Background: an optimization exercise with open tools, aiming at small area. Do not read the settings as production practice.
Where RTL was checked, it was by simulation tests only, not by an equivalence proof against the original.
Power figures rest on the tool's default switching activity, not on a simulated workload.

==> inputs of raven <==
// wallaceTree
module wallaceTree
(
	input logic clk,
	input logic rstN,
	input logic [337:0] rows,
	input logic inValid,
	output logic [47:0] product,
	output logic outValid
);
	logic [13:0] lowQ;
	logic [64:0] pairQ;
	logic carryQ;
	logic earlyValid;
	logic [47:0] sumQ;
	logic pairValid;
	earlyReducer uEarly (
		.clk(clk),
		.rstN(rstN),
		.rows(rows),
		.inValid(inValid),
		.lowQ(lowQ),
		.pairQ(pairQ),
		.carryQ(carryQ),
		.earlyValid(earlyValid)
	);
	lateReducer uLate (
		.clk(clk),
		.rstN(rstN),
		.lowQ(lowQ),
		.pairQ(pairQ),
		.carryQ(carryQ),
		.earlyValid(earlyValid),
		.sumQ(sumQ),
		.pairValid(pairValid)
	);
	finalAdder uFinal (
		.clk(clk),
		.rstN(rstN),
		.sumQ(sumQ),
		.pairValid(pairValid),
		.product(product),
		.outValid(outValid)
	);
endmodule
clock: 3.0 ns
lec_check: 0
cap_margin: 20
core_margin: 2
core_utilization: 30
gpl_timing_driven: 0
place_density: 0.7
slew_margin: 20
synth_hierarchical: 1
standard.sh (not shown) runs the stock make flow with config.mk's settings and CLKGATE_MAP_FILE= SYNTH_SCRIPT=/design/flow/synth_recipe.tcl, a recipe that flattens the netlist after the stock synthesis.
==> flow/flow/run.sh <==
#!/bin/bash
# Standard layout with smaller port buffers and no CTS dummy loads.
export BUFFER_PORTS_ARGS="-buffer_cell sky130_fd_sc_hd__buf_1"
export CTS_ARGS="-sink_clustering_enable -repair_clock_nets -dont_use_dummy_load -buf_list {sky130_fd_sc_hd__clkbuf_4 sky130_fd_sc_hd__clkbuf_8} -sink_clustering_size 30 -sink_clustering_max_diameter 100"
bash standard.sh > standard.log 2>&1
status=$?
tail -20 standard.log
exit $status
==> indigo (differences from raven) <==
- GPL_ROUTABILITY_DRIVEN: not set -> 0
- PLACE_DENSITY: 0.7 -> not set
==> fjord (differences from raven) <==
- CORE_UTILIZATION: 30 -> 35
- GPL_TIMING_DRIVEN: 0 -> not set
- PLACE_DENSITY: 0.7 -> not set
==> summary of the runs <==
- raven completed without violations. fjord ran to the end with no violations. indigo completed with no timing, DRC or antenna violations.
- Sequential cell count is the same in raven and indigo.
- Global-route usage, highest first: fjord, indigo, raven.
- In indigo the worst setup slack is higher than in raven, by 4.7 ps.
- Die area is the same in raven and indigo.
- In sequential share of layout area, raven and indigo do not differ.
- The lowest first-iteration DRC count belongs to raven, the highest to indigo.
- Final cell count: fjord is smaller than indigo (about 4%).
- In critical path depth, indigo and fjord do not differ.
- Power: indigo is lower than fjord (about 0.26%).

* * *

==> trial 18: inputs <==
wallaceTree, a different RTL version from the one above (not shown whole).
Design wallaceTree, start of the top module:
module wallaceTree
(
	input logic clk,
	input logic rstN,
	input logic [337:0] rows,
	input logic inValid,
	output logic [47:0] product,
	output logic outValid
);
	logic [8:0] lowQ;
	logic [38:0] pairAQ;
	logic [38:0] pairBQ;
	logic carryQ;
	logic earlyValid;
	logic [47:0] sumQ;
	logic pairValid;
	earlyReducer uEarly (
		.clk(clk),
		.rstN(rstN),
		.rows(rows),
		.inValid(inValid),
		.lowQ(lowQ),
		.pairAQ(pairAQ),
		.pairBQ(pairBQ),
		.carryQ(carryQ),
		.earlyValid(earlyValid)
	);
	lateReducer uLate (
		.clk(clk),
		.rstN(rstN),
		.lowQ(lowQ),
		.pairAQ(pairAQ),
		.pairBQ(pairBQ),
		.carryQ(carryQ),
		.earlyValid(earlyValid),
		.sumQ(sumQ),
		.pairValid(pairValid)
	);
	finalAdder uFinal (
		.clk(clk),
		.rstN(rstN),
		.sumQ(sumQ),
		.pairValid(pairValid),
		.product(product),
		.outValid(outValid)
	);
endmodule
clock: 3.0 ns
lec_check: 0
cap_margin: 20
core_margin: 2
core_utilization: 40
slew_margin: 20
synth_hierarchical: 1
Scripts as last shown in full above: flow/flow/run.sh
==> build 26: changes against trial 18 <==
--- a/flow/config.mk
+++ b/flow/config.mk
@@ -6,4 +6,5 @@
 export NUM_CORES = 4
 export LEC_CHECK = 0
+export ABC_AREA = 1
 export CAP_MARGIN = 20
 export CORE_MARGIN = 2
==> summary of the runs <==
Trial 18 completed with no timing, DRC or antenna violations. Build 26 finished with timing, DRC and antenna clean.
Against trial 18, the first-iteration DRC count of build 26 is lower by about 8%.
Between build 26 and trial 18, the lower non-clock buffer count is in build 26 (gap 3).
Of trial 18 and build 26, trial 18 has the higher core utilization (gap 0.33 points).
In build 26 the clock skew is higher than in trial 18, by 0.0077 ns.
In power, build 26 and trial 18 hardly differ.
In trial 18 the sequential power is larger than in build 26, by about 1%.
==> figures <==
| quantity | trial 18 | build 26 |
|---|---|---|
| Result of the run | timing/DRC/antenna clean | timing/DRC/antenna clean |
| Non-clock inverters | 42 | 70 |
| Stages on worst setup path | 7 | 6 |
| Area of combinational cells with multiple inputs | 7030 µm² | 6970 µm² |
| Syn nets | 1361 | 1419 |
| Die Wd | 168 µm | 169 µm |
| Share of the synthesized area in the top cell type | 46.7% | 46.1% |
| WL/cell | 13.6 µm | 14.1 µm |
| Switching power of the nets | 0.00407 W | 0.00423 W |
| Adder-cell share of the synthesized area | 56.4% | 55.6% |
| Clock skew after layout | 0.0419 ns | 0.0497 ns |
| Largest stage delay, worst path | 0.50 ns | 0.67 ns |
| FF-to-FF setup slack | 0.18 ns | 0.79 ns |
| Seq pwr | 0.00413 W | 0.00409 W |
No run of this note included a check of the RTL's function; only the layout flow was run.

[separate check: timing with driven ports]
No port has a modelled driver above. Below, the same layouts with a new extraction and two added sets of constraints.
Step 1 sets driving cells, clkbuf_16 on the clock port and buf_2 on the other inputs (assumed; they add their load-dependent delay and slew).
Step 2 also shifts input and output timing later by t, the mid clock arrival at the registers, as if the neighbouring blocks saw the same clock.
Slacks: no drivers / after step 1 / after step 2; pairs: no drivers / after step 1.
run	shift t [ns]	slack for setup (ns)	worst hold slack (ns)
raven	0.502	0.085 / 0.105 / -0.398	0.211 / 0.193 / 0.319
indigo	0.478	0.090 / 0.106 / -0.372	0.245 / 0.226 / 0.296
fjord	0.471	0.119 / 0.138 / -0.333	0.249 / 0.237 / 0.292
trial 18	0.469	0.160 / 0.176 / -0.289	0.271 / 0.257 / 0.296
build 26	0.474	0.139 / 0.139 / -0.335	0.266 / 0.265 / 0.304
With both steps, setup timing fails in every run listed, where it was met with ideal ports. For raven, which loses most, drivers alone change the setup slack by +0.020 ns; drivers and shift together by -0.483 ns.
